This design comes from an exercise in tuning for small area, a short achievable clock period and few clock cycles on the open sky130 flow, not from production work.
The RTL was checked by simulation tests, not by an equivalence proof against the original design.
Power and IR drop assume default switching activity.

## attn_top
module attn_top (
    input  wire logic         I_CLK,
    input  wire logic         I_RST_N,
    input  wire logic         i_attn_start,
    input  wire logic         i_sa_vld,
    input  wire logic [127:0] i_sa_result,
    output logic              o_sa_start,
    output logic [127:0]      o_mat_1,
    output logic [127:0]      o_mat_2,
    output logic [127:0]      o_data_load,
    output logic              o_data_vld,
    output logic [127:0]      o_att_data,
    input  wire logic         i_bram_rd_vld,
    input  wire logic [127:0] i_bram_rd_mat,
    input  wire logic         i_bram_wr_done,
    output logic              o_rd_ena,
    output logic              o_wr_ena,
    output logic [1:0]        o_bram_sel_mat,
    output logic [0:0]        o_bram_sel_line,
    output logic [0:0]        o_bram_sel_col
);
Size: about 600 flip-flops, roughly 29000 sq um of cells after synthesis.
==> flow/config.mk <==
export PLATFORM = sky130hd
export DESIGN_NAME = attn_top
export DESIGN_NICKNAME = attn_top
export VERILOG_FILES = /design/flow/design.v
export SDC_FILE = /design/flow/constraint.sdc
export NUM_CORES = 4
export LEC_CHECK = 0
export CAP_MARGIN = 20
export CORE_MARGIN = 2
export CORE_UTILIZATION = 40
export CTS_CLUSTER_DIAMETER = 60
export CTS_CLUSTER_SIZE = 20
export SETUP_SLACK_MARGIN = 2.0
export SLEW_MARGIN = 20
==> flow/constraint.sdc <==
create_clock -name core_clock -period 4.0 [get_ports {I_CLK}]
set_input_delay 0.8000 -clock core_clock [delete_from_list [all_inputs] [get_ports {I_CLK}]]
set_output_delay 0.8000 -clock core_clock [all_outputs]
set_load 0.01 [all_outputs]
standard.sh (not shown) runs the stock make flow with config.mk's settings and CLKGATE_MAP_FILE= SYNTH_SCRIPT=/design/flow/synth_recipe.tcl, a recipe that flattens the netlist after the stock synthesis.
==> flow/flow/run.sh <==
#!/bin/bash
# Standard ORFS layout with two placement tweaks:
#  - port buffers use buf_2 (each port still gets its own buffer);
#  - after global placement, each output port's buffer is moved next to the
#    cell that drives it (outbuf_near.tcl), so the register drives a short
#    wire and the buffer drives the long one; detailed placement then
#    legalizes as usual.
set -euo pipefail
export BUFFER_PORTS_ARGS="-buffer_cell sky130_fd_sc_hd__buf_2"
export POST_GLOBAL_PLACE_TCL="$PWD/flow/outbuf_near.tcl"
bash standard.sh > standard_flow.log 2>&1
==> flow/flow/outbuf_near.tcl <==
# Move each output port's buffer next to the cell that drives it, so the
# driving register sees a short wire and the buffer drives the long one.
set n 0
foreach bt [[ord::get_db_block] getBTerms] {
  if {[$bt getIoType] != "OUTPUT"} continue
  set net [$bt getNet]
  set buf ""
  foreach it [$net getITerms] { if {[$it isOutputSignal]} { set buf [$it getInst] } }
  if {$buf == ""} continue
  set drv ""
  foreach it [$buf getITerms] {
    if {[$it isInputSignal]} {
      set n2 [$it getNet]
      if {$n2 == "NULL"} continue
      foreach it2 [$n2 getITerms] { if {[$it2 isOutputSignal]} { set drv [$it2 getInst] } }
    }
  }
  if {$drv == ""} continue
  set loc [$drv getLocation]
  $buf setLocation [lindex $loc 0] [lindex $loc 1]
  incr n
}
puts "moved $n output buffers next to their drivers"
The baseline passed the timing, design-rule and antenna checks.
Testbench counts at the start, summed over its fixed seeds: cycles 8,704.
Change:
CTS_CLUSTER_DIAMETER = not set   (was 60)
CTS_CLUSTER_SIZE = not set   (was 20)
SETUP_SLACK_MARGIN = 1.9   (was 2.0)
=> Maximum frequency shrinks slightly. Power stays flat. Wire length grows slightly. Flip-flop and latch count is unchanged.
Change:
SETUP_SLACK_MARGIN = 2.1   (was 1.9)
Fmax is higher by 4.3%; routed wire length went up by 0.74%; setup slack is better by 0.085 ns; hold slack improved by 0.0064 ns; first-iteration DRC count increases by 8.1%; non-clock buffer count rises by 86; total power climbs by 4.8%; sequential power barely changes; cell area climbs by 6.2%; clock skew stays flat; global-route usage stays flat.

========
Another version of the RTL of attn_top (not shown whole).
Size: ~2200 cells after synthesis, ~600 flip-flops, about 0.029 mm^2 of cells after synthesis.
// attn_top
module attn_top (
    input  wire logic         I_CLK,
    input  wire logic         I_RST_N,
    input  wire logic         i_attn_start,
    input  wire logic         i_sa_vld,
    input  wire logic [127:0] i_sa_result,
    output logic              o_sa_start,
    output logic [127:0]      o_mat_1,
    output logic [127:0]      o_mat_2,
    output logic [127:0]      o_data_load,
    output logic              o_data_vld,
    output logic [127:0]      o_att_data,
    input  wire logic         i_bram_rd_vld,
    input  wire logic [127:0] i_bram_rd_mat,
    input  wire logic         i_bram_wr_done,
    output logic              o_rd_ena,
    output logic              o_wr_ena,
    output logic [1:0]        o_bram_sel_mat,
    output logic [0:0]        o_bram_sel_line,
    output logic [0:0]        o_bram_sel_col
);
    localparam int N_MEM = 36;
    localparam int N_SA  = 16;
    localparam logic [1:0] DST_A  = 2'd0;
  ...
Settings: LEC_CHECK=0, CAP_MARGIN=10, CORE_MARGIN=2, CORE_UTILIZATION=40, GPL_ROUTABILITY_DRIVEN=0, SETUP_SLACK_MARGIN=2.0, SLEW_MARGIN=10; clock period 4.0 ns.
==> flow/flow/run.sh <==
#!/bin/bash
# Standard ORFS layout with these placement/CTS tweaks:
#  - port buffers use buf_2 (each port still gets its own buffer);
#  - after global placement, each output port's buffer is moved next to the
#    cell that drives it (outbuf_near.tcl), so the register drives a short
#    wire and the buffer drives the long one; detailed placement then
#    legalizes as usual;
#  - clock tree synthesis with ORFS's default arguments but without the
#    dummy loads it adds for balancing.
set -euo pipefail
export BUFFER_PORTS_ARGS="-buffer_cell sky130_fd_sc_hd__buf_2"
export POST_GLOBAL_PLACE_TCL="$PWD/flow/outbuf_near.tcl"
export CTS_ARGS="-sink_clustering_enable -repair_clock_nets -dont_use_dummy_load"
bash standard.sh > standard_flow.log 2>&1
Scripts as last shown in full above: flow/flow/outbuf_near.tcl
The baseline ran to the end with no violations.
Testbench counts at the start, summed over its fixed seeds: cycles 8,704.
Change:
==> flow/flow/run.sh (replaced) <==
#!/bin/bash
# Standard ORFS layout with two placement tweaks:
#  - port buffers use buf_2 (each port still gets its own buffer);
#  - after global placement, each output port's buffer is moved next to the
#    cell that drives it (outbuf_near.tcl), so the register drives a short
#    wire and the buffer drives the long one; detailed placement then
#    legalizes as usual.
set -euo pipefail
export BUFFER_PORTS_ARGS="-buffer_cell sky130_fd_sc_hd__buf_2"
export POST_GLOBAL_PLACE_TCL="$PWD/flow/outbuf_near.tcl"
bash standard.sh > standard_flow.log 2>&1
- CAP_MARGIN: 10 -> 20
- GPL_ROUTABILITY_DRIVEN: 0 -> not set
- SLEW_MARGIN: 10 -> 20
Combinational power barely changes.
Register-to-register slack got worse by 0.02 ns.
Via count climbs slightly.
Clock skew decreases by 0.024 ns.
Change:
--- a/flow/flow/run.sh
+++ b/flow/flow/run.sh
@@ -1,3 +1,3 @@
 #!/bin/bash
-# Standard ORFS layout with two placement tweaks:
+# Standard ORFS layout with these placement/CTS tweaks:
 #  - port buffers use buf_2 (each port still gets its own buffer);
@@ -6,3 +6,5 @@
 #    wire and the buffer drives the long one; detailed placement then
-#    legalizes as usual.
+#    legalizes as usual;
+#  - clock tree synthesis with ORFS's default arguments but without the
+#    dummy loads it adds for balancing.
 set -euo pipefail
@@ -10,2 +12,3 @@
 export POST_GLOBAL_PLACE_TCL="$PWD/flow/outbuf_near.tcl"
+export CTS_ARGS="-sink_clustering_enable -repair_clock_nets -dont_use_dummy_load"
 bash standard.sh > standard_flow.log 2>&1
- GPL_ROUTABILITY_DRIVEN: not set -> 0
Clock skew climbs by 0.022 ns. Via count fell slightly. Cell count fell slightly.
Change:
- GPL_TIMING_DRIVEN: not set -> 0
The changed run completed without violations; core utilization rises by 1.1 points; wire length goes up by about a fifth; setup slack gets worse by 0.016 ns; sequential share of layout area goes down by 1.1 points; total power increases by a few percent; via count increases by a few percent; final cell count rose by a few percent; global-route usage rises by 4.6 points.
Change:
==> flow/flow/run.sh (replaced) <==
#!/bin/bash
# Standard ORFS layout with two placement tweaks:
#  - port buffers use buf_2 (each port still gets its own buffer);
#  - after global placement, each output port's buffer is moved next to the
#    cell that drives it (outbuf_near.tcl), so the register drives a short
#    wire and the buffer drives the long one; detailed placement then
#    legalizes as usual.
set -euo pipefail
export BUFFER_PORTS_ARGS="-buffer_cell sky130_fd_sc_hd__buf_2"
export POST_GLOBAL_PLACE_TCL="$PWD/flow/outbuf_near.tcl"
bash standard.sh > standard_flow.log 2>&1
- GPL_TIMING_DRIVEN: 0 -> not set
After rerunning: The changed run went through all stages and came out clean. Final cell count drops by 1.1%. Non-clock buffer count decreases by 97. Cell area fell by 0.58%. Synthesized area stays the same. First-iteration DRC count decreases by 15%. Setup slack gets better by 0.014 ns. Core utilization is lower by 0.31 points. Routed wire length came out lower by 13%. Count of clock-buffer cells in the layout goes up by 18. Hold slack gains 0.066 ns.

[what the ideal ports hide]
The results above use ideal ports. As a check the final layouts listed here were re-extracted and re-timed, cells and wires unchanged. Step 1 sets driving cells, clkbuf_16 on the clock port and buf_2 on the other inputs (assumed; they add their load-dependent delay and slew). Step 2 also shifts input and output timing later by t, the mid clock arrival at the registers, as if the neighbouring blocks saw the same clock. Three values: no drivers, after step 1, after step 2; two values: the first two.
run	shift t [ns]	setup slack, ns	worst hold slack (ns)	clock arrival spread, ns	slew at the worst register clock pin (ns)
the first run of note 1	0.689	1.954 / 1.907 / 1.404	0.258 / 0.213 / 0.438	0.027 / 0.027	0.09 / 0.09
the second run of note 1	0.682	1.926 / 1.916 / 1.396	0.212 / 0.168 / 0.456	0.027 / 0.028	0.07 / 0.07
the third run of note 1	0.666	2.011 / 1.944 / 1.499	0.218 / 0.189 / 0.439	0.030 / 0.030	0.07 / 0.07
the first run of note 2	0.651	1.978 / 1.913 / 1.445	0.286 / 0.245 / 0.433	0.066 / 0.066	0.06 / 0.06
the second run of note 2	0.670	1.986 / 1.931 / 1.456	0.196 / 0.160 / 0.431	0.041 / 0.041	0.06 / 0.06
the third run of note 2	0.651	1.981 / 1.915 / 1.441	0.286 / 0.244 / 0.432	0.063 / 0.063	0.06 / 0.06
the fourth run of note 2	0.657	1.965 / 1.923 / 1.434	0.230 / 0.193 / 0.436	0.073 / 0.073	0.06 / 0.06
the fifth run of note 2	0.661	1.979 / 1.913 / 1.383	0.296 / 0.256 / 0.435	0.041 / 0.041	0.06 / 0.06
After both steps every run listed still meets setup and hold. For the fifth run of note 2, which loses most, drivers alone change the setup slack by -0.066 ns; drivers and shift together by -0.596 ns.
